Source: an optimization exercise on an open RTL-to-GDS flow (aim: small area, a short achievable clock period and few clock cycles per item). Production flows keep margins and buffers that such runs may drop. In this exercise RTL edits were held to simulation tests only and were not proved equivalent to the original. No activity file was given, so power comes from the tool's default toggle rates.

==> flow/design.v (outline; a module is shown in full before it is edited, if it fits) <==
// module mac_dsp_pipe: 897 lines
module mac_dsp_pipe #(
  parameter int A_WIDTH     = 25,
  parameter int B_WIDTH     = 18,
  parameter int ACC_WIDTH   = 48,
  parameter int PIPE_STAGES = 1
) (
  input  logic                 clk_i,
  input  logic                 rst_i,
  input  logic                 valid_i,
  output logic                 ready_o,
  input  logic [A_WIDTH-1:0]   a_i,
  input  logic [B_WIDTH-1:0]   b_i,
  input  logic                 clr_i,
  input  logic                 last_i,
  output logic                 valid_o,
  input  logic                 ready_i,
  output logic [ACC_WIDTH-1:0] acc_o,
  output logic                 ovf_o
);
  // ...
==> flow/flow/run.sh <==
#!/bin/bash
# Standard layout, with one netlist step between synthesis and floorplan: fixinv.py removes the
# inverters that Yosys leaves between full-adder cells (a full adder is self-dual, so a cell can
# compute on complemented signals instead). The new netlist is used only if ABC's cec proves it
# equivalent to the standard synthesis (registers paired by name); else the standard one is kept.
set -uo pipefail
export PATH="$FLOW_HOME/../tools/install/yosys/bin:$FLOW_HOME/../tools/install/OpenROAD/bin:$PATH"
R=orfs/results/${FLOW_PLATFORM}/mac_dsp_pipe/base
# port buffers: a plain buffer instead of the delay cell buffer_ports picks by itself
export BUFFER_PORTS_ARGS="-buffer_cell sky130_fd_sc_hd__buf_1"
bash standard.sh synth > synth.log 2>&1 || { echo "synthesis failed"; exit 1; }
cp "$R/1_2_yosys.v" standard_synth.v
if python3 flow/fixinv.py standard_synth.v fixed_synth.v > fixinv.log 2>&1 \
   && bash flow/cec.sh standard_synth.v fixed_synth.v > cec.log 2>&1 \
   && grep -q "Networks are equivalent" cec.log; then
  echo "using the netlist with full-adder polarities fixed"
  cp fixed_synth.v "$R/1_2_yosys.v"
  touch "$R/1_2_yosys.v"
else
  echo "keeping the standard netlist"
fi
bash standard.sh > layout.log 2>&1 || { echo "layout failed"; exit 1; }
test -f out/final.def
==> flow/flow/cec.sh <==
#!/bin/bash
# usage: cec.sh gold.v gate.v  -> combinational equivalence (registers matched by name) with ABC
set -e
t=$(mktemp -d -p .)
cat $1 $2 > $t/both.v
python3 $(dirname "$0")/lib2v.py ${LIB:-/OpenROAD-flow-scripts/flow/platforms/sky130hd/lib/sky130_fd_sc_hd__tt_025C_1v80.lib} $t/both.v > $t/cells.v
for x in gold gate; do
  f=$1; [ $x = gate ] && f=$2
  python3 $(dirname "$0")/cutff.py $f > $t/$x.v
  yosys -q -p "read_verilog $t/cells.v; read_verilog $t/$x.v; hierarchy -top mac_dsp_pipe; flatten; techmap; opt -purge; write_blif $t/$x.blif" >/dev/null
done
yosys-abc -c "cec -n $t/gold.blif $t/gate.blif"
rm -rf $t
==> flow/flow/cutff.py <==
#!/usr/bin/env python3
"""Turn every flip-flop of a flat sky130 netlist into ports (Q an input, D/DE outputs) named after
the flip-flop instance, so two netlists with the same registers can be compared combinationally."""
import re, sys
src = open(sys.argv[1]).read()
inst_re = re.compile(r'^  (sky130_fd_sc_hd__\w*dfxtp\w*) +(\S+) +\((.*?)\n  \);\n', re.S | re.M)
pin_re = re.compile(r'\.(\w+)\((.*?)\)(?:,|\s*$)', re.S)
newports, decl, assigns = [], [], []
def san(n): return re.sub(r'[^A-Za-z0-9_]', '_', n)
def esc(n): return n + ' ' if n.startswith('\\') else n
def repl(m):
    typ, name, body = m.groups()
    s = san(name)
    for p, n in pin_re.findall(body):
        n = n.strip()
        if p == 'CLK': continue
        if p == 'Q':
            newports.append(f"ffq_{s}"); decl.append(f"  input ffq_{s};\n"); assigns.append(f"  assign {esc(n)} = ffq_{s};\n")
        else:
            newports.append(f"ff{p.lower()}_{s}"); decl.append(f"  output ff{p.lower()}_{s};\n"); assigns.append(f"  assign ff{p.lower()}_{s} = {esc(n)};\n")
    return ''
src = inst_re.sub(repl, src)
src = re.sub(r'(module mac_dsp_pipe\()', r'\1' + ', '.join(newports) + ', ', src, count=1)
i = src.index(';', src.index('module mac_dsp_pipe(')) + 2
src = src[:i] + ''.join(decl) + src[i:]
src = src.replace('endmodule', ''.join(assigns) + 'endmodule')
print(src)
==> flow/flow/fixinv.py <==
#!/usr/bin/env python3
"""Remove inverters around full adders in a Yosys netlist of sky130 cells.

A full adder is self-dual: FA(~a, ~b, ~c) = (~sum, ~carry). The script picks, for each fa cell,
whether it computes on complemented signals (a local search that minimises the number of
signals that then need an inverter), removes the netlist's inverters, and inserts one inverter
per signal whose complement some load needs. The function of the netlist is unchanged.
usage: fixinv.py in.v out.v
"""
import re, sys, random

src = open(sys.argv[1]).read()
OUT_PINS = {'X', 'Y', 'Q', 'Q_N', 'SUM', 'COUT', 'HI', 'LO'}
inst_re = re.compile(r'^  (sky130_fd_sc_hd__\w+) +(\S+) +\((.*?)\n  \);\n', re.S | re.M)
pin_re = re.compile(r'\.(\w+)\((.*?)\)(?:,|\s*$)', re.S)

insts = []
for m in inst_re.finditer(src):
    typ, name, body = m.group(1), m.group(2), m.group(3)
    pins = [(p, n.strip()) for p, n in pin_re.findall(body)]
    insts.append(dict(typ=typ, name=name, pins=pins, span=m.span()))
head = src[:insts[0]['span'][0]]
tail = src[insts[-1]['span'][1]:]
# the text between instances must be empty (only instances are rewritten)
for a, b in zip(insts, insts[1:]):
    assert src[a['span'][1]:b['span'][0]].strip() == '', 'unexpected text between cells'
ports = set()
for m in re.finditer(r'^\s*(input|output)\s+(\[[^\]]*\]\s*)?(\S+);', head, re.M):
    ports.add(m.group(3))
def base_net(n):
    n = n.strip()
    if n.startswith('\\'): return n.split(' ')[0]
    return re.sub(r'\[\d+\]$', '', n)
def is_port(n): return base_net(n) in ports

is_inv = lambda t: re.search(r'__(clk)?inv(lp)?_\d+$', t) is not None
is_fa = lambda t: re.search(r'__fa_\d+$', t) is not None

# single-output cells with a complementary cell of the same inputs: (cell, its output pin)
COMP = {}
for a, b in [('nand2_1', 'and2_1'), ('nor2_1', 'or2_1'), ('xor2_1', 'xnor2_1'), ('a21oi_1', 'a21o_1'),
             ('a22oi_1', 'a22o_1'), ('o21ai_1', 'o21a_1'), ('nand3_1', 'and3_1'), ('nor3_1', 'or3_1'),
             ('a211oi_1', 'a211o_1'), ('o211ai_1', 'o211a_1'), ('a31oi_1', 'a31o_1'), ('o22ai_1', 'o22a_1')]:
    COMP['sky130_fd_sc_hd__' + a] = 'sky130_fd_sc_hd__' + b
    COMP['sky130_fd_sc_hd__' + b] = 'sky130_fd_sc_hd__' + a
def outpin(t):
    return 'Y' if re.search(r'__(nand|nor|xnor|a\d+oi|o\d+ai|inv|clkinv)', t) else 'X'
driver = {}
for i, c in enumerate(insts):
    for p, n in c['pins']:
        if p in OUT_PINS:
            driver[n] = (i, p)
# removable inverters: input and output not ports
inv_ok = set()
for i, c in enumerate(insts):
    if is_inv(c['typ']):
        d = dict(c['pins'])
        if not is_port(d['Y']) and not is_port(d['A']):
            inv_ok.add(i)
def root(n):
    pol = 0
    seen = 0
    while n in driver and driver[n][0] in inv_ok:
        n = dict(insts[driver[n][0]]['pins'])['A']; pol ^= 1; seen += 1
        assert seen < 100
    return n, pol

# loads: (inst index, pin idx, root, pol)
loads = []
for i, c in enumerate(insts):
    if i in inv_ok: continue
    for k, (p, n) in enumerate(c['pins']):
        if p in OUT_PINS or not n or n.startswith("1'b"): continue
        r, pol = root(n)
        loads.append((i, k, r, pol))
# root -> loads
from collections import defaultdict
by_root = defaultdict(list)
for L in loads: by_root[L[2]].append(L)
fa_idx = [i for i, c in enumerate(insts) if is_fa(c['typ'])]
flip = defaultdict(int)
def drv_flip(r):
    d = driver.get(r)
    return flip[d[0]] if d and is_fa(insts[d[0]]['typ']) else 0
def comp_root(r):
    d = driver.get(r)
    return d is not None and insts[d[0]]['typ'] in COMP and not is_port(r)
def cost_root(r):
    if comp_root(r):
        needs = set(pol ^ flip[i] for (i, k, _, pol) in by_root[r])
        return 1 if len(needs) > 1 else 0
    ph = drv_flip(r)
    for (i, k, _, pol) in by_root[r]:
        if pol ^ flip[i] != ph: return 1
    return 0
# roots touched by each fa
touch = defaultdict(set)
for i in fa_idx:
    for p, n in insts[i]['pins']:
        if p in OUT_PINS: touch[i].add(n)
        elif n and not n.startswith("1'b"): touch[i].add(root(n)[0])
total = sum(cost_root(r) for r in by_root)
start_cost = total
random.seed(1)
for it in range(50):
    improved = False
    order = fa_idx[:]; random.shuffle(order)
    for i in order:
        before = sum(cost_root(r) for r in touch[i])
        flip[i] ^= 1
        after = sum(cost_root(r) for r in touch[i])
        if after < before or (after == before and random.random() < 0.1 and it < 25):
            total += after - before
            improved = improved or after < before
        else:
            flip[i] ^= 1
    if not improved and it >= 25: break
total = sum(cost_root(r) for r in by_root)
n_inv_before = len(inv_ok)

# rebuild
def esc(n): return n + ' ' if n.startswith('\\') else n
newpin = {}
neg_net = {}
swapped = 0
for r, Ls in by_root.items():
    if comp_root(r):
        needs = set(pol ^ flip[i] for (i, k, _, pol) in Ls)
        if needs == {1}:
            di = driver[r][0]
            c = insts[di]
            t2 = COMP[c['typ']]
            c['pins'] = [((outpin(t2) if p == outpin(c['typ']) else p), n) for p, n in c['pins']]
            c['typ'] = t2
            flip[('drv', r)] = 1
            swapped += 1
extra = []
wires = []
cnt = 0
for r, Ls in by_root.items():
    ph = drv_flip(r) ^ flip[('drv', r)]
    for (i, k, _, pol) in Ls:
        need = pol ^ flip[i]
        if need == ph:
            newpin[(i, k)] = r
        else:
            if r not in neg_net:
                nn = f"_fixinv_n{cnt}_"; cnt += 1
                neg_net[r] = nn
                wires.append(f"  wire {nn};\n")
                extra.append(f"  sky130_fd_sc_hd__inv_1 _fixinv_i{cnt}_ (\n    .A({esc(r)}),\n    .Y({nn})\n  );\n")
            newpin[(i, k)] = neg_net[r]
out = [head.replace('\nendmodule', '') if False else head]
out.extend(wires)
for i, c in enumerate(insts):
    if i in inv_ok: continue
    pins = []
    for k, (p, n) in enumerate(c['pins']):
        n2 = newpin.get((i, k), n)
        pins.append(f"    .{p}({esc(n2)})")
    out.append(f"  {c['typ']} {c['name']} (\n" + ",\n".join(pins) + "\n  );\n")
out.extend(extra)
out.append(tail)
open(sys.argv[2], 'w').write("".join(out))
sys.stderr.write(f"fixinv: {len(fa_idx)} full adders, {sum(flip[i] for i in fa_idx)} flipped; "
                 f"{swapped} cells complemented; inverters {n_inv_before} -> {len(extra)}\n")
==> flow/flow/lib2v.py <==
#!/usr/bin/env python3
"""Write Verilog models of the sky130hd cells a netlist uses, from the liberty functions."""
import re, sys
lib = open(sys.argv[1]).read()
used = set(re.findall(r'(sky130_fd_sc_hd__\w+)\s+\S+\s*\(', open(sys.argv[2]).read()))
out = []
seen = set()
for m in re.finditer(r'\n\s*cell\s*\(\s*"?(sky130_fd_sc_hd__\w+)"?\s*\)\s*\{', lib):
    name = m.group(1)
    if name not in used or name in seen: continue
    seen.add(name)
    # cell body: up to next top-level cell
    start = m.end()
    nxt = lib.find('\n    cell (', start)
    body = lib[start:nxt if nxt > 0 else len(lib)]
    pins = re.findall(r'\n\s*pin\s*\(\s*"?(\w+)"?\s*\)\s*\{(.*?)(?=\n\s*pin\s*\(|\Z)', body, re.S)
    ins, outs = [], []
    for pn, pb in pins:
        d = re.search(r'direction\s*:\s*"?(\w+)"?', pb).group(1)
        f = re.search(r'\bfunction\s*:\s*"([^"]*)"', pb)
        if d == 'input': ins.append(pn)
        elif d == 'output': outs.append((pn, f.group(1) if f else None))
    if 'edfxtp' in name:
        out.append(f"module {name}(input CLK, input D, input DE, output reg Q); always @(posedge CLK) if (DE) Q <= D; endmodule")
        continue
    if 'dfxtp' in name:
        out.append(f"module {name}(input CLK, input D, output reg Q); always @(posedge CLK) Q <= D; endmodule")
        continue
    if 'XX' in name:
        out.append(f"module {name}(input CLK, input D, input DE, output reg Q); always @(posedge CLK) if (DE) Q <= D; endmodule")
        continue
    ports = ", ".join([f"input {p}" for p in ins] + [f"output {p}" for p, _ in outs])
    lines = [f"module {name}({ports});"]
    for p, f in outs:
        if f is None:
            lines.append(f"  assign {p} = 1'b0; // no function")
            continue
        e = f.replace('!', '~').replace('+', '|')
        e = re.sub(r"(\w+)'", r"(~\1)", e)
        e = re.sub(r'(\w|\))\s+(\w|\(|~)', r'\1 & \2', e)
        lines.append(f"  assign {p} = {e};")
    lines.append("endmodule")
    out.append("\n".join(lines))
print("\n".join(out))
==> flow/standard.sh <==
#!/bin/bash
# synth_recipe.tcl (not shown) runs the flow's synth.tcl, then flattens the netlist and writes it again
# the make line also repeats each setting of config.mk as NAME=value (left out here)
make -C /OpenROAD-flow-scripts/flow DESIGN_CONFIG=/design/flow/config.mk WORK_HOME=/design/flow/orfs CLKGATE_MAP_FILE= SYNTH_SCRIPT=/design/flow/synth_recipe.tcl "${@:-finish}"
==> flow/config.mk <==
export PLATFORM = sky130hd
export DESIGN_NAME = mac_dsp_pipe
export DESIGN_NICKNAME = mac_dsp_pipe
export VERILOG_FILES = /design/flow/design.v
export SDC_FILE = /design/flow/constraint.sdc
export NUM_CORES = 4
export LEC_CHECK = 0
export CAP_MARGIN = 20
export CORE_MARGIN = 2
export CORE_UTILIZATION = 75
export PLACE_DENSITY = 0.85
export SETUP_SLACK_MARGIN = 3.0
export SLEW_MARGIN = 20
==> flow/constraint.sdc <==
create_clock -name core_clock -period 7.0 [get_ports {clk_i}]
set_input_delay 1.4000 -clock core_clock [delete_from_list [all_inputs] [get_ports {clk_i}]]
set_output_delay 1.4000 -clock core_clock [all_outputs]
set_load 0.01 [all_outputs]
==> flow_summary.ini, run 1 <==
[status]
outcome = complete, no violations

[global_routing]
track_usage_pct = 37.5
use_met3_pct = 10.9
top_usage_layer = met2
antenna_found_initial = 0
grt_max_degree = 77
use_met2_pct = 56.3

[drt]
final_antenna_net_count = 0
top_layer_used = met4
drc = 0
wl_met3_um = 6680
drt-total-wl_um = 46000
vias = 12500

[floorplan]
initial_core_util_pct = 76.6
rows = 55

[power_and_ir_drop]
swShare_pct = 43.6

[layout]
syn2layout_area_growth_pct = 8.62
biggestCellCategory = multi-input gates
layout.nonclk_buf_share_pct = 4.99
seq_share_pct = 30.3

[critical_path]
timing.rr.start = r_one[4]
path_cells = a22oi_1, xor2_1, fa_1, fa_1, fa_1, fa_1

[cts]
clk_path_buf_depth = 2
cts.hold.buffers_added = 0

[synth]
synth_nets = 1786
netlist_area_mm2 = 0.0174
yosys_warnings = 1

[sta]
fmax_mhz = 250
period_minus_slack_ns = 4.00

[placement]
numPortBuffers = 99
Testbench counts, summed over its fixed seeds: cycles 16,090, samples 16,066.
==> inputs of run 2 (changes only) <==
--- a/flow/design.v
+++ b/flow/design.v
@@ -47,3 +47,3 @@
   logic [48:0] c_x, c_y, s3, c3;
-  logic c_v, c_last, c_start, c_start_nx;
+  logic c_v, c_last, c_start;
   logic [48:0] g_f, p_f;
@@ -552,6 +552,5 @@
   end
-  assign c_start_nx = r_clr || (c_v ? c_last : new_frame);
   always_ff @(posedge clk_i) begin
     if (ce) begin
-      c_start <= c_start_nx;
+      c_start <= r_clr || (c_v ? c_last : new_frame);
       c_last <= r_last;
@@ -563,3 +562,3 @@
   assign clear = c_v && start;
-  assign base = start ? 48'd0 : acc;
+  assign base = clear ? 48'd0 : acc;
   assign basen47 = !base[47];
--- a/flow/flow/run.sh
+++ b/flow/flow/run.sh
@@ -8,4 +8,2 @@
 R=orfs/results/${FLOW_PLATFORM}/mac_dsp_pipe/base
-# port buffers: a plain buffer instead of the delay cell buffer_ports picks by itself
-export BUFFER_PORTS_ARGS="-buffer_cell sky130_fd_sc_hd__buf_1"
 bash standard.sh synth > synth.log 2>&1 || { echo "synthesis failed"; exit 1; }
--- a/flow/config.mk
+++ b/flow/config.mk
@@ -9,5 +9,5 @@
 export CORE_MARGIN = 2
-export CORE_UTILIZATION = 75
-export PLACE_DENSITY = 0.85
-export SETUP_SLACK_MARGIN = 3.0
+export CORE_UTILIZATION = 60
+export PLACE_DENSITY = 0.75
+export SETUP_SLACK_MARGIN = 3.25
 export SLEW_MARGIN = 20
==> flow_summary.ini, run 2 <==
[drt]
vias = 11900
final_antenna_net_count = 0
wire_per_inst_um = 23.9
via_per_inst = 6.34
drt-pass1-iter-count = 6
drc = 0
first_iter_violations = 1770
drt-total-wl_um = 44700

[critical_path]
cp-end-kind = register
cp_max_fo = 7
worstPathRequired_ns = 7.19
cp.arrival_ns = 4.05
worstSetupPathType = register to register
worstSetupStartpointType = register

[global_routing]
grt_max_degree = 73
grt_pass1_vias = 12300
antenna_found_initial = 0
overflow = 0
grt_pass1_wl_um = 68300
track_usage_pct = 30.8

[cts]
htreeDepth = 4
clk_pin_slew_ns = 0.07
cts_tree = built
clk_path_buf_depth = 2
numClockSinks = 192
clk_latency_ns = 0.46
root_buffer = clkbuf_16
cts_made_buffers = 17

[layout]
layout-drive-gt1-share_pct = 14.0
multi_input_area_mm2 = 0.0111
largest_register_ff_count = 48
syn2layout_area_growth_pct = 18.0
fill_cells = 1875
final_cell_mix = xnor2_1, a22oi_1, fa_1
finalInstanceArea_mm2 = 0.0201
mostFrequentLayoutCell = xnor2_1
n_antenna_cell = 0
regArea_mm2 = 0.00573
reg.largest.list = acc (48), c_x (42), c_y (41)
fin_nets = 1821
largest-register = acc

[floorplan]
die_y_um = 172
ios = 100
rows = 61
die_w_um = 172
dieArea_mm2 = 0.0297
coreArea_mm2 = 0.0279
initial_core_util_pct = 61.1

[placement]
dp_hpwl_um = 27400
gp_congestion = 0.908
placed_cell_area_mm2 = 0.0181
numPortBuffers = 99

[power_and_ir_drop]
irDropWorstVdd_v = 0.000294
leakage_nw = 7.44
power_density_mw_per_mm2 = 556

[sta]
period_share_pct = 55.2
period_minus_slack_ns = 3.86
skew_ns = 0.0180
slew_headroom_pct = 38.7
fmax_mhz = 259
setup_viol = 0
max_slew.worst_pin.slew_ns = 0.919
report.final.slew_viol_count = 0
tns_ns = 0
hold_viol_final = 0
rsz0062_at_grt = yes

[synth]
synthCells = 1382
netlist_area_mm2 = 0.0170
yosys_warnings = 1
postSynthAreaPerCell_um2 = 12.3
synth_nets = 1720

[status]
outcome = complete, no violations

[worst_hold_path]
hp-class = register to register

[run]
cap_viol_max_count = 0
[run 2: critical path, stage by stage (launching register included)]
cell and delay [ns]:
edfxtp_1 0.46, nand2_4 0.14, buf_4 0.17, and2_1 0.16, fa_1 0.52, ha_4 0.31, nand4_1 0.14, buf_4 0.18
nor3_1 0.30, a221oi_2 0.11, o21ai_2 0.19, o211ai_4 0.16, a211oi_4 0.28, o22ai_2 0.15, xnor2_1 0.18, o221ai_1 0.15
[run 2: final timing paths]
check / from / endpoint / slack [ns] / cells past startpoint
max: c_start / ovf / 3.14 / 15
min: r_last / c_last / 0.44 / 0
max reg2reg: c_start / ovf / 3.14 / 15
min reg2reg: r_last / c_last / 0.44 / 0
[run 2: final cells by class]
cell class	instances	share of cell area, %
multi-input cells	1028	55.2
inverters	28	0.523
clock inverters	14	0.747
well taps	378	2.35
repair buffers	216	10.5
clock buffers	18	2.14
flip-flops and latches	192	28.5
[run 2: power breakdown]
group / switching [W] / internal [W] / total (W)
combinational: 0.00400 / 0.00365 / 0.00765
sequential: 0.000289 / 0.00227 / 0.00256
clock: 0.000476 / 0.000503 / 0.000979
[run 2: layer usage]
layer / vias to the layer above / GRT usage, % / part of all wire, %
met2: 727 / 46.1 / 45
met4: 0 / 10.1 / 2.7
met1: 5969 / 44.5 / 41
met5: - / 0 / 0
li1: 5068 / - / -
met3: 120 / 7.74 / 11
[run 2: through the flow]
step	power [W]	std cells	hold slack, ns	utilization (%)	worst slack (ns)
after floorplan	0.00712	1382	0.400	-	3.27
after global placement	0.00870	1744	0.406	65.2	2.49
after global routing	0.0121	1874	0.458	72.2	3.02
after CTS	0.0104	1836	0.440	69.7	3.23
final	0.0112	1874	0.439	72.2	3.14
after detailed placement	0.00898	1744	0.422	65.2	2.37
[run 2: what timing repair did]
item                                   CTS  global route
cloned                                   2             2
pin swaps                               16            16
endpoints found under the hold margin    0             0
setup endpoints to repair               67           110
setup buffers                           58            36
hold buffers                             0             0
resized for setup                       28            39
Testbench counts of run 2, summed over its fixed seeds: cycles 16,090, samples 16,066.

## static timing again, ports no longer ideal
Ports are ideal in the flow. The routed layouts listed here were re-timed in OpenROAD. Step 1 sets driving cells, clkbuf_16 on the clock port and buf_2 on the other inputs (assumed; they add their load-dependent delay and slew). Step 2 moves the port delays by t, midway between the first and last clock arrival at a register: inputs arrive t later, outputs are due t later. That takes back most of the time a late clock gives input paths. Slacks: no drivers / after step 1 / after step 2; pairs: no drivers / after step 1.
run | t (ns) | setup slack, ns | worst setup path at the end | latest minus earliest clock arrival (ns) | cell pins on the clock port's net
run 1 | 0.491 | 3.004 / 3.004 / 3.004 | register to register | 0.018 / 0.018 | 1
run 2 | 0.500 | 3.135 / 3.135 / 2.943 | input to register | 0.018 / 0.018 | 1
After both steps every run listed still meets setup and hold. For run 2, which loses most, drivers alone change the setup slack by 0.000 ns; drivers and shift together by -0.192 ns.
